Context: an optimization exercise on an open-source flow, tuned for small area, a short achievable clock period and few clock cycles per item. The choices shown serve that exercise and are no tape-out recipe.
Function was not checked in any run shown here: the RTL went through the layout flow alone.
No activity file was given, so power comes from the tool's default toggle rates.

==> flow/design.v <==
package fxp_alu_pkg;
  localparam int OP_ADD = 0;
  localparam int OP_SUB = 1;
  localparam int OP_MUL = 2;
  localparam int OP_ACC = 3;
  localparam int OP_MAC = 4;
  localparam int OP_CLR = 5;
  localparam int OP_XOR = 6;
  localparam int OP_ARS = 7;
  localparam int OP_CLZ = 8;
  localparam int OP_MAX = 9;
  localparam int OP_MIN = 10;
  function automatic logic signed [63:0] pos_max(
    input int w
  );
    pos_max = (64'sd1 <<< (w - 1)) - 64'sd1;
  endfunction
  function automatic logic signed [63:0] neg_max(
    input int w
  );
    neg_max = -(64'sd1 <<< (w - 1));
  endfunction
  function automatic logic signed [63:0] sat_val(
    input logic signed [63:0] v,
    input int w
  );
    if (v > pos_max(w)) sat_val = pos_max(w);
    else if (v < neg_max(w)) sat_val = neg_max(w);
    else sat_val = v;
  endfunction
  function automatic logic is_sat(
    input logic signed [63:0] v,
    input int w
  );
    is_sat = (v > pos_max(w)) || (v < neg_max(w));
  endfunction
  function automatic logic signed [63:0] round_shift(
    input logic signed [63:0] v,
    input int f
  );
    round_shift = (v + (64'sd1 <<< (f - 1))) >>> f;
  endfunction
endpackage
module fxp_acc_bank #(
  parameter int DEPTH = 16,
  parameter int W     = 21
) (
  input  logic             i_clk,
  input  logic             i_rst_n,
  input  logic [DEPTH-1:0] i_rd_sel,
  output logic [W-1:0]     o_rd_data,
  input  logic             i_we,
  input  logic             i_clr,
  input  logic [DEPTH-1:0] i_wr_sel,
  input  logic [W-1:0]     i_wr_data
);
  logic [DEPTH-1:0][W-1:0] mem_q;
  logic [DEPTH-1:0]        vld_q;
  always_ff @(posedge i_clk) begin
    for (int i = 0; i < DEPTH; i++)
      if (i_we && i_wr_sel[i]) mem_q[i] <= i_wr_data;
  end
  always_ff @(posedge i_clk or negedge i_rst_n) begin
    if (!i_rst_n) begin
      vld_q <= '0;
    end else begin
      for (int i = 0; i < DEPTH; i++)
        if ((i_we || i_clr) && i_wr_sel[i]) vld_q[i] <= i_we;
    end
  end
  always_comb begin
    o_rd_data = '0;
    for (int i = 0; i < DEPTH; i++)
      o_rd_data = o_rd_data | ({W{i_rd_sel[i] & vld_q[i]}} & mem_q[i]);
  end
endmodule
module fxp_alu_pipe #(
  parameter int INST_W    = 4,
  parameter int INT_W     = 6,
  parameter int FRAC_W    = 10,
  parameter int DATA_W    = INT_W + FRAC_W,
  parameter int ACC_DEPTH = 16,
  parameter int ACC_GUARD = 5
) (
  input  logic              i_clk,
  input  logic              i_rst_n,
  input  logic              i_in_valid,
  output logic              o_in_ready,
  input  logic [INST_W-1:0] i_inst,
  input  logic [DATA_W-1:0] i_data_a,
  input  logic [DATA_W-1:0] i_data_b,
  output logic              o_out_valid,
  input  logic              i_out_ready,
  output logic [DATA_W-1:0] o_data,
  output logic              o_sat
);
  localparam int ACC_W = DATA_W + ACC_GUARD;    
  localparam int SW    = ACC_W + 1;             
  localparam int PW    = 2 * DATA_W;            
  localparam int IDX_W = $clog2(ACC_DEPTH);
  logic       rdy_q;
  logic [2:0] cnt_q, cnt_d;
  logic       acc_in, pop;
  assign o_in_ready = rdy_q;
  assign acc_in     = i_in_valid & rdy_q;
  localparam int NPP = DATA_W / 2;
  logic              in_mac, in_arith, in_p1, in_m1, is_addsub_d;
  logic [NPP-1:0]    bneg_d, bone_d, btwo_d;
  logic [DATA_W-1:0] mx_d;
  assign in_mac   = (i_inst == INST_W'(fxp_alu_pkg::OP_MAC));
  assign in_p1    = (i_inst == INST_W'(fxp_alu_pkg::OP_ADD))
                  | (i_inst == INST_W'(fxp_alu_pkg::OP_ACC));
  assign in_m1    = (i_inst == INST_W'(fxp_alu_pkg::OP_SUB));
  assign is_addsub_d = (i_inst == INST_W'(fxp_alu_pkg::OP_ADD)) | in_m1;
  assign in_arith = (i_inst <= INST_W'(fxp_alu_pkg::OP_MAC));
  assign mx_d = in_p1 ? (DATA_W'(1) << FRAC_W)
              : in_m1 ? -(DATA_W'(1) << FRAC_W) : i_data_a;
  always_comb begin
    logic b_hi, b_md, b_lo;
    for (int j = 0; j < NPP; j++) begin
      b_hi = i_data_b[2*j+1];
      b_md = i_data_b[2*j];
      b_lo = (j == 0) ? 1'b0 : i_data_b[2*j-1];
      bneg_d[j] = in_arith & b_hi & ~(b_md & b_lo);
      bone_d[j] = in_arith & (b_md ^ b_lo);
      btwo_d[j] = in_arith & ((b_hi & ~b_md & ~b_lo) | (~b_hi & b_md & b_lo));
    end
  end
  logic              r0_v;
  logic [INST_W-1:0] r0_op;
  logic [DATA_W-1:0] aux, mx;
  logic [ACC_DEPTH-1:0] idx0;    
  logic [NPP-1:0]    bneg, bone, btwo;
  logic              is_accop, is_addsub;
  always_ff @(posedge i_clk or negedge i_rst_n) begin
    if (!i_rst_n) r0_v <= 1'b0;
    else          r0_v <= acc_in;
  end
  always_ff @(posedge i_clk) begin
    r0_op     <= i_inst;
    aux       <= (is_addsub_d) ? i_data_a : i_data_b;
    idx0      <= ACC_DEPTH'(1) << (in_mac ? i_data_b[IDX_W-1:0] : i_data_a[IDX_W-1:0]);
    bneg      <= bneg_d;
    bone      <= bone_d;
    btwo      <= btwo_d;
    mx        <= mx_d;
    is_accop  <= (i_inst == INST_W'(fxp_alu_pkg::OP_ACC)) | in_mac
               | (i_inst == INST_W'(fxp_alu_pkg::OP_CLR));
    is_addsub <= is_addsub_d;
  end
  logic is_mul, is_acc, is_mac, is_clr;
  assign is_mul = (r0_op == INST_W'(fxp_alu_pkg::OP_MUL));
  assign is_acc = (r0_op == INST_W'(fxp_alu_pkg::OP_ACC));
  assign is_mac = (r0_op == INST_W'(fxp_alu_pkg::OP_MAC));
  assign is_clr = (r0_op == INST_W'(fxp_alu_pkg::OP_CLR));
  logic [NPP-1:0][DATA_W:0] pp;
  logic [PW-1:0]            ps, pc;
  always_comb begin
    logic [DATA_W:0] mag, p;
    for (int j = 0; j < NPP; j++) begin
      mag  = ({(DATA_W+1){bone[j]}} & {mx[DATA_W-1], mx})
           | ({(DATA_W+1){btwo[j]}} & {mx, 1'b0});
      p     = mag ^ {(DATA_W+1){bneg[j]}};
      pp[j] = {~p[DATA_W], p[DATA_W-1:0]};
    end
  end
  fxp_booth_tree u_tree (
    .pp  (pp),
    .neg (bneg),
    .o_s (ps),
    .o_c (pc)
  );
  localparam int LB = 6;
  logic [LB:0] lo_sum;
  assign lo_sum = {1'b0, ps[LB-1:0]} + {1'b0, pc[LB-1:0]};
  logic [DATA_W-1:0] misc;
  logic [4:0]        clz;
  logic              a_gt_b;
  always_comb begin
    clz = 5'(DATA_W);
    for (int i = 0; i < DATA_W; i++)
      if (mx[i]) clz = 5'(DATA_W - 1 - i);
    a_gt_b = $signed(mx) > $signed(aux);
    case (r0_op)
      INST_W'(fxp_alu_pkg::OP_XOR): misc = mx ^ aux;
      INST_W'(fxp_alu_pkg::OP_ARS): misc = DATA_W'($signed(mx) >>> aux[3:0]);
      INST_W'(fxp_alu_pkg::OP_CLZ): misc = DATA_W'(clz);
      INST_W'(fxp_alu_pkg::OP_MAX): misc = a_gt_b ? mx : aux;
      INST_W'(fxp_alu_pkg::OP_MIN): misc = a_gt_b ? aux : mx;
      default:                      misc = '0;
    endcase
  end
  logic [ACC_W-1:0] bank_rd, fwd, accv;
  logic [SW-1:0]    opnd_d;
  logic             hit;
  logic              r1_v, r1_wr, r1_clr, r1_m21, r1_m22;
  logic [ACC_DEPTH-1:0] r1_idx;
  logic [PW-1:LB]    r1_s, r1_c;
  logic              r1_clb;
  logic [SW-1:0]     r1_opnd;
  logic [SW-1:0]     sum;
  assign hit  = r1_v & (r1_wr | r1_clr) & (|(r1_idx & idx0));
  assign fwd  = r1_clr ? '0 : sum[ACC_W-1:0];
  assign accv = hit ? fwd : bank_rd;
  always_comb begin
    if (is_accop)           opnd_d = SW'($signed(accv));
    else if (is_addsub)     opnd_d = SW'($signed(aux));
    else                    opnd_d = SW'(misc);
  end
  always_ff @(posedge i_clk or negedge i_rst_n) begin
    if (!i_rst_n) r1_v <= 1'b0;
    else          r1_v <= r0_v;
  end
  always_ff @(posedge i_clk) begin
    r1_wr   <= is_acc | is_mac;
    r1_clr  <= is_clr;
    r1_m21  <= is_accop;
    r1_m22  <= is_addsub | is_mul;
    r1_idx  <= idx0;
    r1_s    <= ps[PW-1:LB];
    r1_c    <= pc[PW-1:LB];
    r1_clb  <= lo_sum[LB];
    r1_opnd <= opnd_d;
  end
  localparam int HW = PW - LB;    
  logic [HW-1:0] x, ts, tc, sum_full;
  assign x         = {r1_opnd, (FRAC_W-LB)'(0)};
  assign ts        = x ^ r1_s ^ r1_c;
  assign tc        = {((x[HW-2:0] & r1_s[PW-2:LB]) | (x[HW-2:0] & r1_c[PW-2:LB])
                     | (r1_s[PW-2:LB] & r1_c[PW-2:LB])), r1_clb};
  assign sum_full  = ts + tc;
  assign sum       = sum_full[HW-1:FRAC_W-LB];
  fxp_acc_bank #(
    .DEPTH (ACC_DEPTH),
    .W     (ACC_W)
  ) u_bank (
    .i_clk     (i_clk),
    .i_rst_n   (i_rst_n),
    .i_rd_sel  (idx0),
    .o_rd_data (bank_rd),
    .i_we      (r1_v & r1_wr),
    .i_clr     (r1_v & r1_clr),
    .i_wr_sel  (r1_idx),
    .i_wr_data (sum[ACC_W-1:0])
  );
  logic          r2_v, r2_m21, r2_m22;
  logic [SW-1:0] r2_sum;
  always_ff @(posedge i_clk or negedge i_rst_n) begin
    if (!i_rst_n) r2_v <= 1'b0;
    else          r2_v <= r1_v;
  end
  always_ff @(posedge i_clk) begin
    r2_m21 <= r1_m21;
    r2_m22 <= r1_m22;
    r2_sum <= sum;
  end
  logic              eq6, sat, sgn;
  logic [DATA_W-1:0] rdata;
  assign eq6   = (r2_sum[ACC_W-1:DATA_W-1] == {(ACC_W-DATA_W+1){r2_sum[ACC_W-1]}});
  assign sat   = (r2_m21 & ~eq6) | (r2_m22 & (~eq6 | (r2_sum[SW-1] ^ r2_sum[ACC_W-1])));
  assign sgn   = r2_m21 ? r2_sum[ACC_W-1] : r2_sum[SW-1];
  assign rdata = sat ? {sgn, {(DATA_W-1){~sgn}}} : r2_sum[DATA_W-1:0];
  localparam int QW = DATA_W + 1;
  localparam int NB = 4;
  logic               hv_q;
  logic [QW-1:0]      head_q;
  logic [NB-1:0][QW-1:0] buf_q;
  logic [NB-1:0]      wp_q, rp_q;      
  logic [2:0]         nb_q;
  logic [QW-1:0]      res, buf_rd;
  logic               head_free, buf_any;
  assign res       = {sat, rdata};
  assign pop       = hv_q & i_out_ready;
  assign head_free = ~hv_q | pop;
  assign buf_any   = (nb_q != 3'd0);
  always_comb begin
    buf_rd = '0;
    for (int i = 0; i < NB; i++)
      buf_rd = buf_rd | ({QW{rp_q[i]}} & buf_q[i]);
  end
  logic buf_push, buf_pop;
  assign buf_pop  = head_free & buf_any;
  assign buf_push = r2_v & ~(head_free & ~buf_any);
  always_ff @(posedge i_clk or negedge i_rst_n) begin
    if (!i_rst_n) begin
      hv_q <= 1'b0;
      wp_q <= NB'(1);
      rp_q <= NB'(1);
      nb_q <= 3'd0;
    end else begin
      if (head_free) hv_q <= r2_v | buf_any;
      if (buf_push) wp_q <= {wp_q[NB-2:0], wp_q[NB-1]};
      if (buf_pop)  rp_q <= {rp_q[NB-2:0], rp_q[NB-1]};
      nb_q <= nb_q + 3'(buf_push) - 3'(buf_pop);
    end
  end
  always_ff @(posedge i_clk) begin
    if (head_free) head_q <= buf_any ? buf_rd : res;
    for (int i = 0; i < NB; i++)
      if (r2_v && wp_q[i]) buf_q[i] <= res;
  end
  assign o_out_valid = hv_q;
  assign o_data      = head_q[DATA_W-1:0];
  assign o_sat       = head_q[DATA_W];
  assign cnt_d = cnt_q + 3'(acc_in) - 3'(pop);
  always_ff @(posedge i_clk or negedge i_rst_n) begin
    if (!i_rst_n) cnt_q <= 3'd0;
    else          cnt_q <= cnt_d;
  end
  always_ff @(posedge i_clk) rdy_q <= (cnt_d < 3'd5);
endmodule
module fxp_booth_tree (
  input  logic [7:0][16:0] pp,
  input  logic [7:0]  neg,
  output logic [31:0] o_s,
  output logic [31:0] o_c
);
  logic c2, c4, c6, c8, c10, c12, c14, c16, c18, c20, c22, c24;
  logic c26, c28, c30, c32, c34, c36, c38, c40, c42, c44, c46, c48;
  logic c50, c52, c54, c56, c58, c60, c62, c64, c66, c68, c70, c72;
  logic c74, c76, c78, c80, c82, c84, c86, c88, c90, c92, c94, c96;
  logic c98, c100, c102, c104, c106, c108, c110, c112, c114, c116, c118, c120;
  logic c122, c124, c126, c128, c130, c132, c134, c136, c138, c140, c142, c144;
  logic c146, c148, c150, c152, c154, c156, c158, c160, c162, c164, c166, c168;
  logic c170, c172, c174, c176, c178, c180, c182, c184, c186, c188, c190, c192;
  logic c194, c196, c198, c200, c202, c204, c206, c208, c210, c212, c214, c216;
  logic c218, c220, c222, c224, s1, s3, s5, s7, s9, s11, s13, s15;
  logic s17, s19, s21, s23, s25, s27, s29, s31, s33, s35, s37, s39;
  logic s41, s43, s45, s47, s49, s51, s53, s55, s57, s59, s61, s63;
  logic s65, s67, s69, s71, s73, s75, s77, s79, s81, s83, s85, s87;
  logic s89, s91, s93, s95, s97, s99, s101, s103, s105, s107, s109, s111;
  logic s113, s115, s117, s119, s121, s123, s125, s127, s129, s131, s133, s135;
  logic s137, s139, s141, s143, s145, s147, s149, s151, s153, s155, s157, s159;
  logic s161, s163, s165, s167, s169, s171, s173, s175, s177, s179, s181, s183;
  logic s185, s187, s189, s191, s193, s195, s197, s199, s201, s203, s205, s207;
  logic s209, s211, s213, s215, s217, s219, s221, s223;
  assign s1 = pp[0][10] ^ pp[1][8];
  assign c2 = pp[0][10] & pp[1][8];
  assign s3 = pp[0][11] ^ pp[1][9];
  assign c4 = pp[0][11] & pp[1][9];
  assign s5 = pp[0][12] ^ pp[1][10] ^ pp[2][8];
  assign c6 = (pp[0][12] & pp[1][10]) | (pp[0][12] & pp[2][8]) | (pp[1][10] & pp[2][8]);
  assign s7 = pp[3][6] ^ pp[4][4];
  assign c8 = pp[3][6] & pp[4][4];
  assign s9 = pp[0][13] ^ pp[1][11] ^ pp[2][9];
  assign c10 = (pp[0][13] & pp[1][11]) | (pp[0][13] & pp[2][9]) | (pp[1][11] & pp[2][9]);
  assign s11 = pp[3][7] ^ pp[4][5];
  assign c12 = pp[3][7] & pp[4][5];
  assign s13 = pp[0][14] ^ pp[1][12] ^ pp[2][10];
  assign c14 = (pp[0][14] & pp[1][12]) | (pp[0][14] & pp[2][10]) | (pp[1][12] & pp[2][10]);
  assign s15 = pp[3][8] ^ pp[4][6] ^ pp[5][4];
  assign c16 = (pp[3][8] & pp[4][6]) | (pp[3][8] & pp[5][4]) | (pp[4][6] & pp[5][4]);
  assign s17 = pp[6][2] ^ pp[7][0];
  assign c18 = pp[6][2] & pp[7][0];
  assign s19 = pp[0][15] ^ pp[1][13] ^ pp[2][11];
  assign c20 = (pp[0][15] & pp[1][13]) | (pp[0][15] & pp[2][11]) | (pp[1][13] & pp[2][11]);
  assign s21 = pp[3][9] ^ pp[4][7] ^ pp[5][5];
  assign c22 = (pp[3][9] & pp[4][7]) | (pp[3][9] & pp[5][5]) | (pp[4][7] & pp[5][5]);
  assign s23 = pp[6][3] ^ pp[7][1];
  assign c24 = pp[6][3] & pp[7][1];
  assign s25 = pp[0][16] ^ pp[1][14] ^ pp[2][12];
  assign c26 = (pp[0][16] & pp[1][14]) | (pp[0][16] & pp[2][12]) | (pp[1][14] & pp[2][12]);
  assign s27 = pp[3][10] ^ pp[4][8] ^ pp[5][6];
  assign c28 = (pp[3][10] & pp[4][8]) | (pp[3][10] & pp[5][6]) | (pp[4][8] & pp[5][6]);
  assign s29 = pp[6][4] ^ pp[7][2] ^ 1'b1;
  assign c30 = (pp[6][4] & pp[7][2]) | (pp[6][4] & 1'b1) | (pp[7][2] & 1'b1);
  assign s31 = pp[1][15] ^ pp[2][13] ^ pp[3][11];
  assign c32 = (pp[1][15] & pp[2][13]) | (pp[1][15] & pp[3][11]) | (pp[2][13] & pp[3][11]);
  assign s33 = pp[4][9] ^ pp[5][7] ^ pp[6][5];
  assign c34 = (pp[4][9] & pp[5][7]) | (pp[4][9] & pp[6][5]) | (pp[5][7] & pp[6][5]);
  assign s35 = pp[7][3] ^ 1'b1;
  assign c36 = pp[7][3] & 1'b1;
  assign s37 = pp[1][16] ^ pp[2][14] ^ pp[3][12];
  assign c38 = (pp[1][16] & pp[2][14]) | (pp[1][16] & pp[3][12]) | (pp[2][14] & pp[3][12]);
  assign s39 = pp[4][10] ^ pp[5][8] ^ pp[6][6];
  assign c40 = (pp[4][10] & pp[5][8]) | (pp[4][10] & pp[6][6]) | (pp[5][8] & pp[6][6]);
  assign s41 = pp[2][15] ^ pp[3][13] ^ pp[4][11];
  assign c42 = (pp[2][15] & pp[3][13]) | (pp[2][15] & pp[4][11]) | (pp[3][13] & pp[4][11]);
  assign s43 = pp[5][9] ^ pp[6][7];
  assign c44 = pp[5][9] & pp[6][7];
  assign s45 = pp[2][16] ^ pp[3][14] ^ pp[4][12];
  assign c46 = (pp[2][16] & pp[3][14]) | (pp[2][16] & pp[4][12]) | (pp[3][14] & pp[4][12]);
  assign s47 = pp[3][15] ^ pp[4][13];
  assign c48 = pp[3][15] & pp[4][13];
  assign s49 = pp[0][6] ^ pp[1][4];
  assign c50 = pp[0][6] & pp[1][4];
  assign s51 = pp[0][7] ^ pp[1][5];
  assign c52 = pp[0][7] & pp[1][5];
  assign s53 = pp[0][8] ^ pp[1][6] ^ pp[2][4];
  assign c54 = (pp[0][8] & pp[1][6]) | (pp[0][8] & pp[2][4]) | (pp[1][6] & pp[2][4]);
  assign s55 = pp[3][2] ^ pp[4][0];
  assign c56 = pp[3][2] & pp[4][0];
  assign s57 = pp[0][9] ^ pp[1][7] ^ pp[2][5];
  assign c58 = (pp[0][9] & pp[1][7]) | (pp[0][9] & pp[2][5]) | (pp[1][7] & pp[2][5]);
  assign s59 = pp[3][3] ^ pp[4][1] ^ 1'b1;
  assign c60 = (pp[3][3] & pp[4][1]) | (pp[3][3] & 1'b1) | (pp[4][1] & 1'b1);
  assign s61 = pp[2][6] ^ pp[3][4] ^ pp[4][2];
  assign c62 = (pp[2][6] & pp[3][4]) | (pp[2][6] & pp[4][2]) | (pp[3][4] & pp[4][2]);
  assign s63 = pp[5][0] ^ neg[5] ^ s1;
  assign c64 = (pp[5][0] & neg[5]) | (pp[5][0] & s1) | (neg[5] & s1);
  assign s65 = pp[2][7] ^ pp[3][5] ^ pp[4][3];
  assign c66 = (pp[2][7] & pp[3][5]) | (pp[2][7] & pp[4][3]) | (pp[3][5] & pp[4][3]);
  assign s67 = pp[5][1] ^ c2 ^ s3;
  assign c68 = (pp[5][1] & c2) | (pp[5][1] & s3) | (c2 & s3);
  assign s69 = pp[5][2] ^ pp[6][0] ^ neg[6];
  assign c70 = (pp[5][2] & pp[6][0]) | (pp[5][2] & neg[6]) | (pp[6][0] & neg[6]);
  assign s71 = c4 ^ s5 ^ s7;
  assign c72 = (c4 & s5) | (c4 & s7) | (s5 & s7);
  assign s73 = pp[5][3] ^ pp[6][1] ^ c6;
  assign c74 = (pp[5][3] & pp[6][1]) | (pp[5][3] & c6) | (pp[6][1] & c6);
  assign s75 = c8 ^ s9 ^ s11;
  assign c76 = (c8 & s9) | (c8 & s11) | (s9 & s11);
  assign s77 = neg[7] ^ c10 ^ c12;
  assign c78 = (neg[7] & c10) | (neg[7] & c12) | (c10 & c12);
  assign s79 = s13 ^ s15 ^ s17;
  assign c80 = (s13 & s15) | (s13 & s17) | (s15 & s17);
  assign s81 = c14 ^ c16 ^ c18;
  assign c82 = (c14 & c16) | (c14 & c18) | (c16 & c18);
  assign s83 = s19 ^ s21 ^ s23;
  assign c84 = (s19 & s21) | (s19 & s23) | (s21 & s23);
  assign s85 = c20 ^ c22 ^ c24;
  assign c86 = (c20 & c22) | (c20 & c24) | (c22 & c24);
  assign s87 = s25 ^ s27 ^ s29;
  assign c88 = (s25 & s27) | (s25 & s29) | (s27 & s29);
  assign s89 = c26 ^ c28 ^ c30;
  assign c90 = (c26 & c28) | (c26 & c30) | (c28 & c30);
  assign s91 = s31 ^ s33 ^ s35;
  assign c92 = (s31 & s33) | (s31 & s35) | (s33 & s35);
  assign s93 = pp[7][4] ^ c32 ^ c34;
  assign c94 = (pp[7][4] & c32) | (pp[7][4] & c34) | (c32 & c34);
  assign s95 = c36 ^ s37 ^ s39;
  assign c96 = (c36 & s37) | (c36 & s39) | (s37 & s39);
  assign s97 = pp[7][5] ^ 1'b1 ^ c38;
  assign c98 = (pp[7][5] & 1'b1) | (pp[7][5] & c38) | (1'b1 & c38);
  assign s99 = c40 ^ s41 ^ s43;
  assign c100 = (c40 & s41) | (c40 & s43) | (s41 & s43);
  assign s101 = pp[5][10] ^ pp[6][8] ^ pp[7][6];
  assign c102 = (pp[5][10] & pp[6][8]) | (pp[5][10] & pp[7][6]) | (pp[6][8] & pp[7][6]);
  assign s103 = c42 ^ c44 ^ s45;
  assign c104 = (c42 & c44) | (c42 & s45) | (c44 & s45);
  assign s105 = pp[5][11] ^ pp[6][9] ^ pp[7][7];
  assign c106 = (pp[5][11] & pp[6][9]) | (pp[5][11] & pp[7][7]) | (pp[6][9] & pp[7][7]);
  assign s107 = 1'b1 ^ c46 ^ s47;
  assign c108 = (1'b1 & c46) | (1'b1 & s47) | (c46 & s47);
  assign s109 = pp[3][16] ^ pp[4][14] ^ pp[5][12];
  assign c110 = (pp[3][16] & pp[4][14]) | (pp[3][16] & pp[5][12]) | (pp[4][14] & pp[5][12]);
  assign s111 = pp[6][10] ^ pp[7][8] ^ c48;
  assign c112 = (pp[6][10] & pp[7][8]) | (pp[6][10] & c48) | (pp[7][8] & c48);
  assign s113 = pp[4][15] ^ pp[5][13] ^ pp[6][11];
  assign c114 = (pp[4][15] & pp[5][13]) | (pp[4][15] & pp[6][11]) | (pp[5][13] & pp[6][11]);
  assign s115 = pp[7][9] ^ 1'b1;
  assign c116 = pp[7][9] & 1'b1;
  assign s117 = pp[4][16] ^ pp[5][14] ^ pp[6][12];
  assign c118 = (pp[4][16] & pp[5][14]) | (pp[4][16] & pp[6][12]) | (pp[5][14] & pp[6][12]);
  assign s119 = pp[5][15] ^ pp[6][13];
  assign c120 = pp[5][15] & pp[6][13];
  assign s121 = pp[0][4] ^ pp[1][2];
  assign c122 = pp[0][4] & pp[1][2];
  assign s123 = pp[0][5] ^ pp[1][3];
  assign c124 = pp[0][5] & pp[1][3];
  assign s125 = pp[2][2] ^ pp[3][0] ^ neg[3];
  assign c126 = (pp[2][2] & pp[3][0]) | (pp[2][2] & neg[3]) | (pp[3][0] & neg[3]);
  assign s127 = pp[2][3] ^ pp[3][1] ^ c50;
  assign c128 = (pp[2][3] & pp[3][1]) | (pp[2][3] & c50) | (pp[3][1] & c50);
  assign s129 = neg[4] ^ c52 ^ s53;
  assign c130 = (neg[4] & c52) | (neg[4] & s53) | (c52 & s53);
  assign s131 = c54 ^ c56 ^ s57;
  assign c132 = (c54 & c56) | (c54 & s57) | (c56 & s57);
  assign s133 = c58 ^ c60 ^ s61;
  assign c134 = (c58 & c60) | (c58 & s61) | (c60 & s61);
  assign s135 = c62 ^ c64 ^ s65;
  assign c136 = (c62 & c64) | (c62 & s65) | (c64 & s65);
  assign s137 = c66 ^ c68 ^ s69;
  assign c138 = (c66 & c68) | (c66 & s69) | (c68 & s69);
  assign s139 = c70 ^ c72 ^ s73;
  assign c140 = (c70 & c72) | (c70 & s73) | (c72 & s73);
  assign s141 = c74 ^ c76 ^ s77;
  assign c142 = (c74 & c76) | (c74 & s77) | (c76 & s77);
  assign s143 = c78 ^ c80 ^ s81;
  assign c144 = (c78 & c80) | (c78 & s81) | (c80 & s81);
  assign s145 = c82 ^ c84 ^ s85;
  assign c146 = (c82 & c84) | (c82 & s85) | (c84 & s85);
  assign s147 = c86 ^ c88 ^ s89;
  assign c148 = (c86 & c88) | (c86 & s89) | (c88 & s89);
  assign s149 = c90 ^ c92 ^ s93;
  assign c150 = (c90 & c92) | (c90 & s93) | (c92 & s93);
  assign s151 = c94 ^ c96 ^ s97;
  assign c152 = (c94 & c96) | (c94 & s97) | (c96 & s97);
  assign s153 = c98 ^ c100 ^ s101;
  assign c154 = (c98 & c100) | (c98 & s101) | (c100 & s101);
  assign s155 = c102 ^ c104 ^ s105;
  assign c156 = (c102 & c104) | (c102 & s105) | (c104 & s105);
  assign s157 = c106 ^ c108 ^ s109;
  assign c158 = (c106 & c108) | (c106 & s109) | (c108 & s109);
  assign s159 = c110 ^ c112 ^ s113;
  assign c160 = (c110 & c112) | (c110 & s113) | (c112 & s113);
  assign s161 = pp[7][10] ^ c114 ^ c116;
  assign c162 = (pp[7][10] & c114) | (pp[7][10] & c116) | (c114 & c116);
  assign s163 = pp[7][11] ^ 1'b1 ^ c118;
  assign c164 = (pp[7][11] & 1'b1) | (pp[7][11] & c118) | (1'b1 & c118);
  assign s165 = pp[5][16] ^ pp[6][14] ^ pp[7][12];
  assign c166 = (pp[5][16] & pp[6][14]) | (pp[5][16] & pp[7][12]) | (pp[6][14] & pp[7][12]);
  assign s167 = pp[6][15] ^ pp[7][13];
  assign c168 = pp[6][15] & pp[7][13];
  assign s169 = pp[0][2] ^ pp[1][0];
  assign c170 = pp[0][2] & pp[1][0];
  assign s171 = pp[0][3] ^ pp[1][1];
  assign c172 = pp[0][3] & pp[1][1];
  assign s173 = pp[2][0] ^ neg[2] ^ s121;
  assign c174 = (pp[2][0] & neg[2]) | (pp[2][0] & s121) | (neg[2] & s121);
  assign s175 = pp[2][1] ^ c122 ^ s123;
  assign c176 = (pp[2][1] & c122) | (pp[2][1] & s123) | (c122 & s123);
  assign s177 = s49 ^ c124 ^ s125;
  assign c178 = (s49 & c124) | (s49 & s125) | (c124 & s125);
  assign s179 = s51 ^ c126 ^ s127;
  assign c180 = (s51 & c126) | (s51 & s127) | (c126 & s127);
  assign s181 = s55 ^ c128 ^ s129;
  assign c182 = (s55 & c128) | (s55 & s129) | (c128 & s129);
  assign s183 = s59 ^ c130 ^ s131;
  assign c184 = (s59 & c130) | (s59 & s131) | (c130 & s131);
  assign s185 = s63 ^ c132 ^ s133;
  assign c186 = (s63 & c132) | (s63 & s133) | (c132 & s133);
  assign s187 = s67 ^ c134 ^ s135;
  assign c188 = (s67 & c134) | (s67 & s135) | (c134 & s135);
  assign s189 = s71 ^ c136 ^ s137;
  assign c190 = (s71 & c136) | (s71 & s137) | (c136 & s137);
  assign s191 = s75 ^ c138 ^ s139;
  assign c192 = (s75 & c138) | (s75 & s139) | (c138 & s139);
  assign s193 = s79 ^ c140 ^ s141;
  assign c194 = (s79 & c140) | (s79 & s141) | (c140 & s141);
  assign s195 = s83 ^ c142 ^ s143;
  assign c196 = (s83 & c142) | (s83 & s143) | (c142 & s143);
  assign s197 = s87 ^ c144 ^ s145;
  assign c198 = (s87 & c144) | (s87 & s145) | (c144 & s145);
  assign s199 = s91 ^ c146 ^ s147;
  assign c200 = (s91 & c146) | (s91 & s147) | (c146 & s147);
  assign s201 = s95 ^ c148 ^ s149;
  assign c202 = (s95 & c148) | (s95 & s149) | (c148 & s149);
  assign s203 = s99 ^ c150 ^ s151;
  assign c204 = (s99 & c150) | (s99 & s151) | (c150 & s151);
  assign s205 = s103 ^ c152 ^ s153;
  assign c206 = (s103 & c152) | (s103 & s153) | (c152 & s153);
  assign s207 = s107 ^ c154 ^ s155;
  assign c208 = (s107 & c154) | (s107 & s155) | (c154 & s155);
  assign s209 = s111 ^ c156 ^ s157;
  assign c210 = (s111 & c156) | (s111 & s157) | (c156 & s157);
  assign s211 = s115 ^ c158 ^ s159;
  assign c212 = (s115 & c158) | (s115 & s159) | (c158 & s159);
  assign s213 = s117 ^ c160 ^ s161;
  assign c214 = (s117 & c160) | (s117 & s161) | (c160 & s161);
  assign s215 = s119 ^ c162 ^ s163;
  assign c216 = (s119 & c162) | (s119 & s163) | (c162 & s163);
  assign s217 = c120 ^ c164 ^ s165;
  assign c218 = (c120 & c164) | (c120 & s165) | (c164 & s165);
  assign s219 = 1'b1 ^ c166 ^ s167;
  assign c220 = (1'b1 & c166) | (1'b1 & s167) | (c166 & s167);
  assign s221 = pp[6][16] ^ pp[7][14] ^ c168;
  assign c222 = (pp[6][16] & pp[7][14]) | (pp[6][16] & c168) | (pp[7][14] & c168);
  assign s223 = pp[7][15] ^ 1'b1;
  assign c224 = pp[7][15] & 1'b1;
  assign o_s[0] = pp[0][0];
  assign o_c[0] = neg[0];
  assign o_s[1] = pp[0][1];
  assign o_c[1] = 1'b0;
  assign o_s[2] = neg[1];
  assign o_c[2] = s169;
  assign o_s[3] = c170;
  assign o_c[3] = s171;
  assign o_s[4] = c172;
  assign o_c[4] = s173;
  assign o_s[5] = c174;
  assign o_c[5] = s175;
  assign o_s[6] = c176;
  assign o_c[6] = s177;
  assign o_s[7] = c178;
  assign o_c[7] = s179;
  assign o_s[8] = c180;
  assign o_c[8] = s181;
  assign o_s[9] = c182;
  assign o_c[9] = s183;
  assign o_s[10] = c184;
  assign o_c[10] = s185;
  assign o_s[11] = c186;
  assign o_c[11] = s187;
  assign o_s[12] = c188;
  assign o_c[12] = s189;
  assign o_s[13] = c190;
  assign o_c[13] = s191;
  assign o_s[14] = c192;
  assign o_c[14] = s193;
  assign o_s[15] = c194;
  assign o_c[15] = s195;
  assign o_s[16] = c196;
  assign o_c[16] = s197;
  assign o_s[17] = c198;
  assign o_c[17] = s199;
  assign o_s[18] = c200;
  assign o_c[18] = s201;
  assign o_s[19] = c202;
  assign o_c[19] = s203;
  assign o_s[20] = c204;
  assign o_c[20] = s205;
  assign o_s[21] = c206;
  assign o_c[21] = s207;
  assign o_s[22] = c208;
  assign o_c[22] = s209;
  assign o_s[23] = c210;
  assign o_c[23] = s211;
  assign o_s[24] = c212;
  assign o_c[24] = s213;
  assign o_s[25] = c214;
  assign o_c[25] = s215;
  assign o_s[26] = c216;
  assign o_c[26] = s217;
  assign o_s[27] = c218;
  assign o_c[27] = s219;
  assign o_s[28] = c220;
  assign o_c[28] = s221;
  assign o_s[29] = c222;
  assign o_c[29] = s223;
  assign o_s[30] = pp[7][16];
  assign o_c[30] = c224;
  assign o_s[31] = 1'b1;
  assign o_c[31] = 1'b0;
endmodule
==> flow/flow/run.sh <==
#!/bin/bash
# Standard ORFS layout (the standard.sh, unchanged synthesis), with the
# timing repair asked to leave setup slack for a shorter period than the
# 11 ns clock the constraints keep, and plain buffers on the ports.
set -euo pipefail
MARGIN=$(cat flow/margin.txt)
bash standard.sh SETUP_SLACK_MARGIN=$MARGIN \
  "BUFFER_PORTS_ARGS=-buffer_cell sky130_fd_sc_hd__buf_2" finish > flow_make.log 2>&1
==> flow/flow/margin.txt <==
7.7
==> flow/standard.sh <==
#!/bin/bash
# synth_recipe.tcl (not shown) runs the flow's synth.tcl, then flattens the netlist and writes it again
# the make line also repeats each setting of config.mk as NAME=value (left out here)
make -C /OpenROAD-flow-scripts/flow DESIGN_CONFIG=/design/flow/config.mk WORK_HOME=/design/flow/orfs CLKGATE_MAP_FILE= SYNTH_SCRIPT=/design/flow/synth_recipe.tcl "${@:-finish}"
==> flow/config.mk <==
export PLATFORM = sky130hd
export DESIGN_NAME = fxp_alu_pipe
export DESIGN_NICKNAME = fxp_alu_pipe
export VERILOG_FILES = /design/flow/design.v
export SDC_FILE = /design/flow/constraint.sdc
export NUM_CORES = 4
export LEC_CHECK = 0
export CAP_MARGIN = 20
export CORE_MARGIN = 2
export CORE_UTILIZATION = 55
export CTS_BUF_LIST = sky130_fd_sc_hd__clkbuf_8 sky130_fd_sc_hd__clkbuf_16
export CTS_CLUSTER_DIAMETER = 100
export CTS_CLUSTER_SIZE = 25
export SLEW_MARGIN = 20
==> flow/constraint.sdc <==
create_clock -name core_clock -period 11.0 [get_ports {i_clk}]
set_input_delay 2.2000 -clock core_clock [delete_from_list [all_inputs] [get_ports {i_clk}]]
set_output_delay 2.2000 -clock core_clock [all_outputs]
set_load 0.01 [all_outputs]
==> reports/results.tsv, run 1 <==
metric	value	unit
run_status	finished clean	
critical-path-top-delay-family	flip-flops	
max-slew-margin-rel	32.2	%
fin_util	60.9	%
clkSlewWorstSetupHoldPaths	100	ps
top_level_i_o_count	59	
initial_core_util	55.7	%
cts_tree	built	
clock-skew-final	25.7	ps
area_growth_syn_to_layout	9.42	%
rows	85	
ant_nets	0	
timing.fmax	293	MHz
grt_pass1_vias	19500	
grt_use_total	30.8	%
deepest_clock_path_buffer_count	3	
initialDrtViolationCount	2014	
critPathMaxStageDelay	410	ps
power.net_switching	2970	µW
route.detailed.drc	0	
routabilityCongestion	0.977	
drt-pass1-iter-count	6	
asyncSetResetFlopFracSynth	5.23	%
clk-insertion-delay-late	650	ps
cap_violations	0	
syn-mean-instance-area	13.0	µm²
numCtsBuffers	31	
hp-class	flip-flop to flip-flop	
floorplan.die_area	56400	µm²
layout.cells.non_filler	3064	
placement.io_buffers	58	
report.final.hold_viol_count	0	
worst_slew_pin_slew	1020	ps
holdBufCountCts	0	
number_of_placed_cells_counting_well_taps	2985	
synth-seq-area-share	58.0	%
sw_frac_of_total	35.8	%
main_flop_type_after_synthesis	sky130_fd_sc_hd__edfxtp_1	
timing.final.setup_violations	0	
route.detailed.vias_per_inst	6.50	
intPower	5320	µW
synth_top_cell_by_area	sky130_fd_sc_hd__edfxtp_1	
rsz0062_at_grt	true	
die_height	238	µm
timing.critical_path.buf_inv	1	
grt_antenna_before_repair	1	
clock_power_share	15.9	%
timing.critical_path.cells	buf_2	
vdd_drop_max	298	µV
count_of_final_max_slew_check_failures	0	
grt_first_pass_wirelength	128000	µm
finalSetupTns	0	ps
worst_setup_path_end_kind	primary output	
synthDominantCellAreaShare	42.1	%
power_density	252	nW/µm²
synth_top_cells_by_count	sky130_fd_sc_hd__edfxtp_1 (421), sky130_fd_sc_hd__a22oi_1 (227), sky130_fd_sc_hd__dfxtp_1 (195)	
clock_tree.htree_level_count	1	
power.leakage	0.0122	µW
worst_ep_arrival_time	1220	ps
worst-path-max-fanout	1	
grt_start_max_net_pins	36	
final_period_minus_worst_setup_slack	3420	ps
worst_path_max_delay_cell	sky130_fd_sc_hd__edfxtp_1	
clock_sink_count	650	
final_min_period_over_clock_period	31.1	%
synth.yosys.warnings	2	
worstSetupStartpointType	flip-flop	
postSynthCellCount	2306	
routed-via-count	19900	
power_frac_seq	46.1	%
critical_path_class	flip-flop to primary output	
design.final.nets	2569	
post_route_cells_drive_above_1_share	13.4	%
cp.required	8800	ps
synth-seq-cells	650	
syn-num-nets	2533	
fp.coreArea	53900	µm²
wire_per_inst	28.6	µm
synth_enable_flop_cells	421	
die_w	238	µm
synth.top_cells.by_area	sky130_fd_sc_hd__edfxtp_1 (42%), sky130_fd_sc_hd__dfxtp_1 (13%), sky130_fd_sc_hd__fa_1 (7.0%)	
clk_root_buffer_cell	sky130_fd_sc_hd__clkbuf_16	
combinationalPowerShare	38.0	%
drt-total-wl	87500	µm
synthMostInstantiatedCell	sky130_fd_sc_hd__edfxtp_1	
post_synth_instance_area	30000	µm²
globalRouteOverflowTotal	0	
post_detailed_placement_half_perimeter_wirelength	54200	µm
yosysUniqueCellTypes	74	
[final cells by class]
cell class	instances	area, µm²
Antenna cell	2	5.00
Clock buffer	32	790
Clock inverter	25	158
Fill cell	4204	21100
Inverter	130	495
Multi-Input combinational cell	1379	11900
Sequential cell	650	17400
Tap cell	696	871
Timing Repair Buffer	150	1140
[flip-flops by register name (all words and copies together) (netlist names), 8 cells and up]
name	flops
idx0	16
buf_q	68
bneg	8
mx	16
r1_opnd	21
r1_s	25
btwo	8
r2_sum	22
head_q	17
u_bank.vld_q	16
u_bank.mem_q	336
bone	8
aux	16
r1_idx	16
r1_c	25
[metal layers]
| metal | global-route usage, % | vias to the layer above | share of wire, % |
|---|---|---|---|
| met3 | 4.24 | 152 | 8.0 |
| met1 | 43.4 | 10200 | 41 |
| met5 | 0 | - | 0 |
| li1 | - | 8652 | - |
| met2 | 50.3 | 887 | 48 |
| met4 | 9.19 | 0 | 3.1 |
[power by group through the flow]
stage               Clock [µW]  Sequential, µW  Combinational [µW]
floorplan                    0            3850                1550
global placement             0            3880                2670
detailed placement           0            3890                2720
CTS                       1340            3820                2980
global route              1420            3840                3410
finish                    1320            3820                3150
[worst paths after layout]
check                      startpoint                end  slack, ps  depth (start not counted)
max                         head_q[2]          o_data[2]       7580                          1
min                            r1_m21             r2_m21        340                          0
max reg2reg                r1_opnd[0]  u_bank.mem_q[335]       7680                         11
min reg2reg                    r1_m21             r2_m21        340                          0
max in group asynchronous     i_rst_n   u_bank.vld_q[15]       8650                          1
min in group asynchronous     i_rst_n            nb_q[1]       1680                          1
[metrics by stage]
step           cell area (µm²)  hold WS (ps)  power (µW)  setup WS, ps
2_1_floorplan            30100           310        5410          7350
3_3_place_gp             31300           312        6550          6930
3_5_place_dp             31300           315        6610          6890
4_1_cts                  32500           340        8140          7560
5_1_grt                  32800           356        8670          7550
6_report                 32800           338        8290          7580
[placed cells by master, fill, tap and decap left out, types with 35 or more instances in the layout]
master	count
sky130_fd_sc_hd__a22o_1	54
sky130_fd_sc_hd__ha_1	74
sky130_fd_sc_hd__and2_1	35
sky130_fd_sc_hd__xor2_1	55
sky130_fd_sc_hd__dfxtp_1	173
sky130_fd_sc_hd__buf_2	57
sky130_fd_sc_hd__nor2_1	82
sky130_fd_sc_hd__xnor2_1	96
sky130_fd_sc_hd__o21ai_0	50
sky130_fd_sc_hd__a22oi_1	227
sky130_fd_sc_hd__inv_1	148
sky130_fd_sc_hd__buf_4	72
sky130_fd_sc_hd__nand2_1	93
sky130_fd_sc_hd__edfxtp_1	421
sky130_fd_sc_hd__a221oi_1	58
sky130_fd_sc_hd__nand3_1	38
sky130_fd_sc_hd__a21oi_1	55
sky130_fd_sc_hd__a21o_1	39
sky130_fd_sc_hd__fa_1	102
[cell families after synthesis]
group	synth area share, %
buf+inv	3.54
flops	58.0
fa+ha+maj	10.4
compound gates	14.9
simple gates	6.23
xor+xnor	4.55
mux	2.42
[what timing repair did]
item                                    4_1_cts  5_1_grt
resized for setup                            47       52
pin swaps                                     9       11
endpoints found under the setup margin      193      135
cloned                                        1        2
setup buffers                                13        4
==> inputs of run 2 (changes only) <==
==> flow/flow/margin.txt (replaced) <==
7.75
==> run 2 against run 1 <==
Against the previous run: cell count is 0.29% higher; routed wire length fell by 2.0%; global-route usage fell by 0.57 points; die area unchanged; setup slack gained 1.7 ps; flip-flop and latch count unchanged; hold slack improved by 5.2 ps; cell area is 0.43% higher.
==> reports/results.tsv, run 2 <==
metric	value	unit	change
wl_met3	6500	µm	was 7010 µm
rows	85		unchanged
globalRouteOverflowTotal	0		unchanged
grt_antenna_before_repair	0		was 1
hp-class	flip-flop to flip-flop		unchanged
finalSetupTns	0	ps	unchanged
grt_start_max_net_pins	36		unchanged
fin_util	61.2	%	was 60.9%
timing.critical_path.cells	buf_2		unchanged
worst-r2r-cell-count	12		was 11
clk-insertion-delay-late	640	ps	was 650 ps
clock-skew-final	26.7	ps	was 25.7 ps
run_status	finished clean		unchanged
drt-total-wl	85800	µm	was 87500 µm
final_period_minus_worst_setup_slack	3420	ps	about the same
report.final.hold_viol_count	0		unchanged
arithmetic_cell_share_of_the_synthesized_area_counting_full_adders_half_adders_and_majority_gates	10.4	%	unchanged
grt_use_total	30.3	%	was 30.8%
post_detailed_placement_half_perimeter_wirelength	53600	µm	was 54200 µm
top_regs	u_bank.mem_q: 336 flops, buf_q: 68 flops		unchanged
route.detailed.drc	0		unchanged
grt_first_pass_wirelength	126000	µm	was 128000 µm
number_of_placed_cells_counting_well_taps	2982		was 2985
design.final.nets	2579		was 2569
synth_top_family_by_area	compound AO/OA/AOI/OAI gates		unchanged
worstSetupStartpointType	flip-flop		unchanged
worst-path-max-fanout	1		unchanged
final_min_period_over_clock_period	31.0	%	was 31.1%
clk_root_buffer_cell	sky130_fd_sc_hd__clkbuf_16		unchanged
critPathMaxStageDelay	420	ps	was 410 ps
routed-wl-met2	41200	µm	was 42000 µm
synth-seq-cells	650		unchanged
wire_per_inst	27.9	µm	was 28.6 µm
fillCellCount	4249		was 4204
worst_ep_arrival_time	1220	ps	about the same
largest-register	u_bank.mem_q		unchanged
largest_register_ffs	336		unchanged
floorplan.die_area	56400	µm²	unchanged
postSynthCellCount	2306		unchanged
worst_setup_path_end_kind	primary output		unchanged
rr_startpoint	r1_opnd[2]		was r1_opnd[0]
worst_path_max_delay_cell	sky130_fd_sc_hd__edfxtp_1		unchanged
cap_violations	0		unchanged
critical-path-top-delay-family	flip-flops		unchanged
count_of_final_max_slew_check_failures	0		unchanged
fp.coreArea	53900	µm²	unchanged
detail_route.wirelength.met1	35400	µm	was 35800 µm
clkSlewWorstSetupHoldPaths	100	ps	about the same
timing.fmax	293	MHz	about the same
final_common_cell	sky130_fd_sc_hd__edfxtp_1		unchanged
postLayoutCellArea	33000	µm²	was 32800 µm²
vdd_drop_max	414	µV	was 298 µV
initialDrtViolationCount	1960		was 2014
yosysUniqueCellTypes	74		unchanged
synth-seq-area-share	58.0	%	unchanged
synth_top_cell_by_area	sky130_fd_sc_hd__edfxtp_1		unchanged
asyncSetResetFlopFracSynth	5.23	%	unchanged
place_area	31200	µm²	was 31300 µm²
synth_enable_flop_cells	421		unchanged
highest_layer	met4		unchanged
post_route_cells_drive_above_1_share	14.5	%	was 13.4%
top_level_i_o_count	59		unchanged
drt-pass1-iter-count	5		was 6
setup.reg_to_reg.worst_slack	7750	ps	was 7680 ps
layout.cells.non_filler	3073		was 3064
cts_tree	built		unchanged
grt_pass1_vias	19600		was 19500
critical_path.reg2reg.endpoint	u_bank.mem_q[83]		was u_bank.mem_q[335]
synth.top_cells.by_area	sky130_fd_sc_hd__edfxtp_1 (42%), sky130_fd_sc_hd__dfxtp_1 (13%), sky130_fd_sc_hd__fa_1 (7.0%)		unchanged
die_w	238	µm	unchanged
placement.io_buffers	58		unchanged
main_flop_type_after_synthesis	sky130_fd_sc_hd__edfxtp_1		unchanged
power_density	256	nW/µm²	was 252 nW/µm²
power.leakage	0.0122	µW	about the same
initial_core_util	55.7	%	unchanged
compound_gate_fraction_of_synth_area	14.9	%	unchanged
routed-via-count	19800		was 19900
synth.yosys.warnings	2		unchanged
syn-mean-instance-area	13.0	µm²	unchanged
proportion_of_synthesized_area_in_mux_cells	2.42	%	unchanged
worst_setup_path_endpoint	o_data[15]		was o_data[2]
ant_nets	0		unchanged
yosys.area_share.simple	6.23	%	unchanged
synthMostInstantiatedCell	sky130_fd_sc_hd__edfxtp_1		unchanged
worst_slew_pin_slew	1050	ps	was 1020 ps
synth_xor_xnor_area_share	4.55	%	unchanged
max-slew-margin-rel	29.4	%	was 32.2%
deepest_clock_path_buffer_count	3		unchanged
area_growth_syn_to_layout	9.89	%	was 9.42%
post_synth_instance_area	30000	µm²	unchanged
cp.required	8800	ps	about the same
timing.final.setup_violations	0		unchanged
die_height	238	µm	unchanged
clock_tree.htree_level_count	1		unchanged
rsz0062_at_grt	true		unchanged
synthDominantCellAreaShare	42.1	%	unchanged
holdBufCountCts	0		unchanged
synth_top_cells_by_count	sky130_fd_sc_hd__edfxtp_1 (421), sky130_fd_sc_hd__a22oi_1 (227), sky130_fd_sc_hd__dfxtp_1 (195)		unchanged
syn-num-nets	2533		unchanged
clock_sink_count	650		unchanged
route.detailed.vias_per_inst	6.44		was 6.50
routabilityCongestion	0.921		was 0.977
numCtsBuffers	31		unchanged
leading_cell_types_in_the_layout_fill_and_taps_excluded	sky130_fd_sc_hd__edfxtp_1 (421), sky130_fd_sc_hd__a22oi_1 (227), sky130_fd_sc_hd__dfxtp_1 (169)		was sky130_fd_sc_hd__edfxtp_1 (421), sky130_fd_sc_hd__a22oi_1 (227), sky130_fd_sc_hd__dfxtp_1 (173)
timing.critical_path.buf_inv	1		unchanged
worst_setup_path_startpoint	head_q[15]		was head_q[2]
critical_path_class	flip-flop to primary output		unchanged
timing.critical_path.depth	1		unchanged
==> run 2: cell counts after synthesis <==
Identical to the previous run, type by type.
==> run 2: cell families (layout without fill, tap and decap cells) <==
group,count (synthesis),count (layout)
fa+ha+maj,187,187
compound gates,603,603
other cells,0,1
mux,57,57
flops,650,650
simple gates,374,375
xor+xnor,156,156
buf+inv,279,348
==> run 2: power breakdown <==
part / internal (µW) / leakage (µW) / switching (µW)
logic: 1170 / 0.00576 / 2140
registers: 3690 / 0.00590 / 132
clock network: 539 / 0.000529 / 764
total: 5390 / 0.0122 / 3030
==> run 2: layer usage <==
layer / global-route usage (%) / vias up
met5: 0 / -
met2: 50.0 / 838
li1: - / 8677
met3: 3.60 / 142
met4: 8.12 / 0
met1: 42.8 / 10100
==> run 2: layout make-up <==
class | instances | area (µm²) | area share [%]
tap | 696 | 871 | 2.64
inverter | 130 | 495 | 1.50
antenna | 1 | 2.50 | 0.00759
sequential | 650 | 17400 | 52.9
multi-input combinational | 1378 | 12000 | 36.5
clock buffer | 32 | 801 | 2.43
clock inverter | 25 | 143 | 0.433
timing repair buffer | 161 | 1190 | 3.62
==> run 2: what timing repair did <==
item / CTS / global route
setup endpoints to repair: 210 / 161
buffers inserted: 20 / 10
cloned: 2 / 1
gates resized for setup: 66 / 61
pin swaps: 13 / 23
==> run 2: worst min path at each step <==
| stage | startpoint | to | slack (ps) | depth (start not counted) |
|---|---|---|---|---|
| 5_1_grt | r1_m21 | r2_m21 | 350 | 0 |
| 6_report | r1_m21 | r2_m21 | 340 | 0 |
| 4_1_cts | r1_m21 | r2_m21 | 340 | 0 |
| 3_3_place_gp | r1_m21 | r2_m21 | 310 | 0 |
| 3_5_place_dp | r1_m21 | r2_m21 | 310 | 0 |
| 2_1_floorplan | r1_m21 | r2_m21 | 310 | 0 |
==> run 2: per-stage QoR <==
| step | worst slack [ps] | power (µW) | hold WS [ps] |
|---|---|---|---|
| 6_report | 7580 | 8430 | 343 |
| 4_1_cts | 7550 | 8250 | 339 |
| 5_1_grt | 7550 | 8810 | 350 |
| 2_1_floorplan | 7350 | 5410 | 310 |
| 3_5_place_dp | 6910 | 6620 | 315 |
| 3_3_place_gp | 7000 | 6550 | 310 |
==> run 2: worst reg2reg max path, delay by kind of cell (launching register included) <==
family / cells / cell delay (ps)
DFF: 1 / 380
muxes: 1 / 210
and+or+nand+nor: 3 / 300
buffers and inverters: 2 / 340
adders and majority gates: 2 / 810
AOI/OAI and AO/OA: 4 / 910
==> inputs of run 3 (changes only) <==
--- a/flow/design.v
+++ b/flow/design.v
@@ -130,5 +130,5 @@
   logic [INST_W-1:0] r0_op;
   logic [DATA_W-1:0] aux, mx;
-  logic [ACC_DEPTH-1:0] idx0;    
+  logic [IDX_W-1:0]  idx0;
   logic [NPP-1:0]    bneg, bone, btwo;
   logic              is_accop, is_addsub;
@@ -140,5 +140,5 @@
     r0_op     <= i_inst;
     aux       <= (is_addsub_d) ? i_data_a : i_data_b;
-    idx0      <= ACC_DEPTH'(1) << (in_mac ? i_data_b[IDX_W-1:0] : i_data_a[IDX_W-1:0]);
+    idx0      <= in_mac ? i_data_b[IDX_W-1:0] : i_data_a[IDX_W-1:0];
     bneg      <= bneg_d;
     bone      <= bone_d;
@@ -195,10 +195,10 @@
   logic             hit;
   logic              r1_v, r1_wr, r1_clr, r1_m21, r1_m22;
-  logic [ACC_DEPTH-1:0] r1_idx;
+  logic [IDX_W-1:0]  r1_idx;
   logic [PW-1:LB]    r1_s, r1_c;
   logic              r1_clb;
   logic [SW-1:0]     r1_opnd;
   logic [SW-1:0]     sum;
-  assign hit  = r1_v & (r1_wr | r1_clr) & (|(r1_idx & idx0));
+  assign hit  = r1_v & (r1_wr | r1_clr) & (r1_idx == idx0);
   assign fwd  = r1_clr ? '0 : sum[ACC_W-1:0];
   assign accv = hit ? fwd : bank_rd;
@@ -237,9 +237,9 @@
     .i_clk     (i_clk),
     .i_rst_n   (i_rst_n),
-    .i_rd_sel  (idx0),
+    .i_rd_sel  (ACC_DEPTH'(1) << idx0),
     .o_rd_data (bank_rd),
     .i_we      (r1_v & r1_wr),
     .i_clr     (r1_v & r1_clr),
-    .i_wr_sel  (r1_idx),
+    .i_wr_sel  (ACC_DEPTH'(1) << r1_idx),
     .i_wr_data (sum[ACC_W-1:0])
   );
==> flow/flow/run.sh (replaced) <==
#!/bin/bash
# Standard ORFS layout (the standard.sh, unchanged synthesis), with the
# timing repair asked to leave setup slack for a shorter period than the
# 11 ns clock the constraints keep, plain buffers on the ports, and larger
# clock-tree sink clusters.
set -euo pipefail
MARGIN=$(cat flow/margin.txt)
CTS="$(cat flow/cts_args.txt)"
bash standard.sh SETUP_SLACK_MARGIN=$MARGIN \
  "BUFFER_PORTS_ARGS=-buffer_cell sky130_fd_sc_hd__buf_2" \
  "CTS_ARGS=$CTS" finish > flow_make.log 2>&1
==> flow/flow/cts_args.txt (new file) <==
-repair_clock_nets -buf_list sky130_fd_sc_hd__clkbuf_16 -root_buf sky130_fd_sc_hd__clkbuf_16
==> flow/flow/margin.txt (replaced) <==
7.7
--- a/flow/config.mk
+++ b/flow/config.mk
@@ -9,6 +9,4 @@
 export CORE_MARGIN = 2
 export CORE_UTILIZATION = 55
-export CTS_BUF_LIST = sky130_fd_sc_hd__clkbuf_8 sky130_fd_sc_hd__clkbuf_16
-export CTS_CLUSTER_DIAMETER = 100
 export CTS_CLUSTER_SIZE = 25
 export SLEW_MARGIN = 20
==> run 3 against run 2 <==
Against the previous run: critical path depth is 11 higher; first-iteration DRC count increased by 4.5%; fmax shrank 1.3%; hold slack worse by 16 ps; critical path type is now flip-flop to flip-flop; critical endpoint is now u_bank.mem_q[335]; highest routed layer is now met5.
==> reports/results.tsv, run 3 <==
metric	value	unit	change
cp.required	11350	ps	was 8800 ps
multiInputGateArea	12300	µm²	was 12000 µm²
grt_use_total	30.9	%	was 30.3%
leading_cell_types_in_the_layout_fill_and_taps_excluded	sky130_fd_sc_hd__edfxtp_1 (421), sky130_fd_sc_hd__a22oi_1 (311), sky130_fd_sc_hd__dfxtp_1 (145)		was sky130_fd_sc_hd__edfxtp_1 (421), sky130_fd_sc_hd__a22oi_1 (227), sky130_fd_sc_hd__dfxtp_1 (169)
finalSetupTns	0	ps	unchanged
rows	85		unchanged
numCtsBuffers	81		was 31
largest_register_ffs	336		unchanged
synth-seq-area-share	57.2	%	was 58.0%
synth-seq-cells	626		was 650
clock-skew-final	26.4	ps	was 26.7 ps
timing.final.setup_violations	0		unchanged
top_regs	u_bank.mem_q: 336 flops, buf_q: 68 flops		unchanged
critical_path_class	flip-flop to flip-flop		was flip-flop to primary output
drt-pass1-iter-count	6		was 5
placement.io_buffers	58		unchanged
report.final.hold_viol_count	0		unchanged
synth_top_cell_by_area	sky130_fd_sc_hd__edfxtp_1		unchanged
report.power.total	9940	µW	was 8430 µW
top_level_i_o_count	59		unchanged
rsz0062_at_grt	true		unchanged
clk_root_buffer_cell	sky130_fd_sc_hd__clkbuf_16		unchanged
area_growth_syn_to_layout	16.9	%	was 9.89%
largest-register	u_bank.mem_q		unchanged
final_period_minus_worst_setup_slack	3460	ps	was 3420 ps
postSynthCellCount	2325		was 2306
fin_ws	7540	ps	was 7580 ps
syn-mean-instance-area	12.7	µm²	was 13.0 µm²
drt-total-wl	85100	µm	was 85800 µm
floorplan.die_area	55700	µm²	was 56400 µm²
ant_nets	0		unchanged
synth.yosys.warnings	2		unchanged
grt_start_max_net_pins	36		unchanged
final_common_cell	sky130_fd_sc_hd__edfxtp_1		unchanged
placement.setup.worst_slack	7030	ps	was 6910 ps
post_synth_instance_area	29600	µm²	was 30000 µm²
run_status	finished clean		unchanged
num_antenna_cells	0		was 1
route.detailed.drc	0		unchanged
grt_first_pass_wirelength	127000	µm	was 126000 µm
count_of_final_max_slew_check_failures	0		unchanged
syn-num-nets	2552		was 2533
routabilityCongestion	0.911		was 0.921
fillCellCount	4008		was 4249
holdBufCountCts	0		unchanged
cts_tree	built		unchanged
main_flop_type_after_synthesis	sky130_fd_sc_hd__edfxtp_1		unchanged
worst_ep_arrival_time	3810	ps	was 1220 ps
power_density	287	nW/µm²	was 256 nW/µm²
hp-class	flip-flop to flip-flop		unchanged
clock_tree.htree_level_count	6		was 1
wire_per_inst	26.8	µm	was 27.9 µm
worst_setup_path_end_kind	flip-flop		was primary output
post_route_cells_drive_above_1_share	19.4	%	was 14.5%
yosysUniqueCellTypes	79		was 74
fin_util	64.7	%	was 61.2%
synthMostInstantiatedCell	sky130_fd_sc_hd__edfxtp_1		unchanged
clock_sink_count	626		was 650
worst-path-max-fanout	8		was 1
fp.coreArea	53500	µm²	was 53900 µm²
cap_violations	0		unchanged
clk-insertion-delay-late	650	ps	was 640 ps
final_min_period_over_clock_period	31.5	%	was 31.0%
initial_core_util	55.3	%	was 55.7%
deepest_clock_path_buffer_count	3		unchanged
design.final.nets	2663		was 2579
max-slew-margin-rel	19.2	%	was 29.4%
synth_top_cells_by_count	sky130_fd_sc_hd__edfxtp_1 (421), sky130_fd_sc_hd__a22oi_1 (312), sky130_fd_sc_hd__dfxtp_1 (171)		was sky130_fd_sc_hd__edfxtp_1 (421), sky130_fd_sc_hd__a22oi_1 (227), sky130_fd_sc_hd__dfxtp_1 (195)
seqCellArea	17000	µm²	was 17400 µm²
postLayoutCellArea	34600	µm²	was 33000 µm²
routed-via-count	19800		about the same
grt_antenna_before_repair	4		was 0
globalRouteOverflowTotal	0		unchanged
grt_pass1_vias	20000		was 19600
timing.fmax	289	MHz	was 293 MHz
post_detailed_placement_half_perimeter_wirelength	52100	µm	was 53600 µm
power.leakage	0.0130	µW	was 0.0122 µW
synth.top_cells.by_area	sky130_fd_sc_hd__edfxtp_1 (43%), sky130_fd_sc_hd__dfxtp_1 (12%), sky130_fd_sc_hd__a22oi_1 (7.9%)		was sky130_fd_sc_hd__edfxtp_1 (42%), sky130_fd_sc_hd__dfxtp_1 (13%), sky130_fd_sc_hd__fa_1 (7.0%)
synthDominantCellAreaShare	42.7	%	was 42.1%
asyncSetResetFlopFracSynth	5.43	%	was 5.23%
die_w	236	µm	was 238 µm
route.detailed.vias_per_inst	6.25		was 6.44
initialDrtViolationCount	2049		was 1960
vdd_drop_max	215	µV	was 414 µV
worstSetupStartpointType	flip-flop		unchanged
clkSlewWorstSetupHoldPaths	60	ps	was 100 ps
worst_slew_pin_slew	1210	ps	was 1050 ps
synth_enable_flop_cells	421		unchanged
place_area	30900	µm²	was 31200 µm²
die_height	236	µm	was 238 µm
-- run 3: cell types whose count changed in the layout (fill, tap and decap cells not counted), sizes merged, moves of 20 or more --
cell,previous run,this run
clkinv,4,25
a22o,54,5
a22oi,227,312
a21o,40,20
o21ai,55,90
dfxtp,195,171
a221oi,60,10
nand2,96,141
clkbuf,33,81
and2,41,18
-- run 3: worst paths after layout --
check | slack (ps) | cells after the start | from | endpoint
max | 7540 | 12 | r1_opnd[2] | u_bank.mem_q[335]
min | 330 | 0 | r1_m21 | r2_m21
max reg2reg | 7540 | 12 | r1_opnd[2] | u_bank.mem_q[335]
min reg2reg | 330 | 0 | r1_m21 | r2_m21
max in group asynchronous | 8820 | 1 | i_rst_n | u_bank.vld_q[2]
min in group asynchronous | 1660 | 1 | i_rst_n | wp_q[3]
-- run 3: per-layer routing --
metal | part of all wire [%] | global-route usage, %
met1 | 41 | 41.1
met2 | 50 | 51.6
met3 | 7.2 | 5.61
met4 | 2.5 | 10.2
met5 | 0.011 | 0
-- run 3: layout make-up --
cell class                      instances  share of cell area [%]
Sequential cell                       626                    49.0
Multi-Input combinational cell       1411                    35.6
Clock buffer                           81                    5.86
Timing Repair Buffer                  174                    3.93
Tap cell                              696                    2.52
Inverter                              142                    1.58
Clock inverter                         46                    1.47
-- run 3: critical path, stage by stage (launching register included) --
cell	delay, ps
sky130_fd_sc_hd__dfxtp_1	310
sky130_fd_sc_hd__fa_1	590
sky130_fd_sc_hd__ha_4	230
sky130_fd_sc_hd__and4_4	150
sky130_fd_sc_hd__a221o_1	360
sky130_fd_sc_hd__a211oi_4	190
sky130_fd_sc_hd__buf_6	160
sky130_fd_sc_hd__o211ai_4	100
sky130_fd_sc_hd__a41o_4	260
sky130_fd_sc_hd__a21oi_4	260
sky130_fd_sc_hd__mux2i_4	290
sky130_fd_sc_hd__buf_12	170
sky130_fd_sc_hd__nand2_8	80
-- run 3: stage by stage --
stage | hold WS, ps | std cells
floorplan | 310 | 2325
global placement | 315 | 2992
detailed placement | 313 | 2993
CTS | 326 | 3149
global route | 329 | 3176
finish | 327 | 3176
-- run 3: cells by family after synthesis --
group,share of synthesized area [%]
XOR/XNOR,4.79
AND/OR/NAND/NOR,6.63
AO/OA/AOI/OAI,14.5
flip-flops,57.2
adder cells (fa/ha/maj),10.6
multiplexers,2.68
buffers and inverters,3.69
-- run 3: report_power, final --
| group | internal (µW) | total, µW | switching [µW] |
|---|---|---|---|
| Combinational | 1500 | 3660 | 2160 |
| Clock | 1580 | 2530 | 945 |
| Sequential | 3600 | 3740 | 145 |
-- run 3: timing repair --
action	in CTS	in global routing
buffers inserted	27	27
endpoints found under the setup margin	280	218
gates cloned	2	0
resized for setup	80	53
pin swaps	25	23

## afterwards: timing with drivers on the ports
The results above use ideal ports. As a check the final layouts listed here were re-extracted and re-timed, cells and wires unchanged. Step 1, drivers: a clkbuf_16 drives i_clk and a buf_2 each remaining input, both assumed. Step 2, shift: input delay + t, output delay - t, t = (earliest + latest rising clock arrival at the registers) / 2. This alone moves slack from input paths to output paths. Slacks: no drivers / after step 1 / after step 2; pairs: no drivers / after step 1.
run | t, ns | setup slack, ns | pins driven straight from the clock port
run 1 | 0.697 | 7.583 / 7.524 / 7.129 | 1
run 2 | 0.684 | 7.585 / 7.521 / 7.088 | 1
run 3 | 0.700 | 7.540 / 7.540 / 7.134 | 1
After both steps setup and hold are still met in every run listed. The setup slack of run 2, which loses most, moves by -0.064 ns with the drivers and by -0.497 ns with both steps.
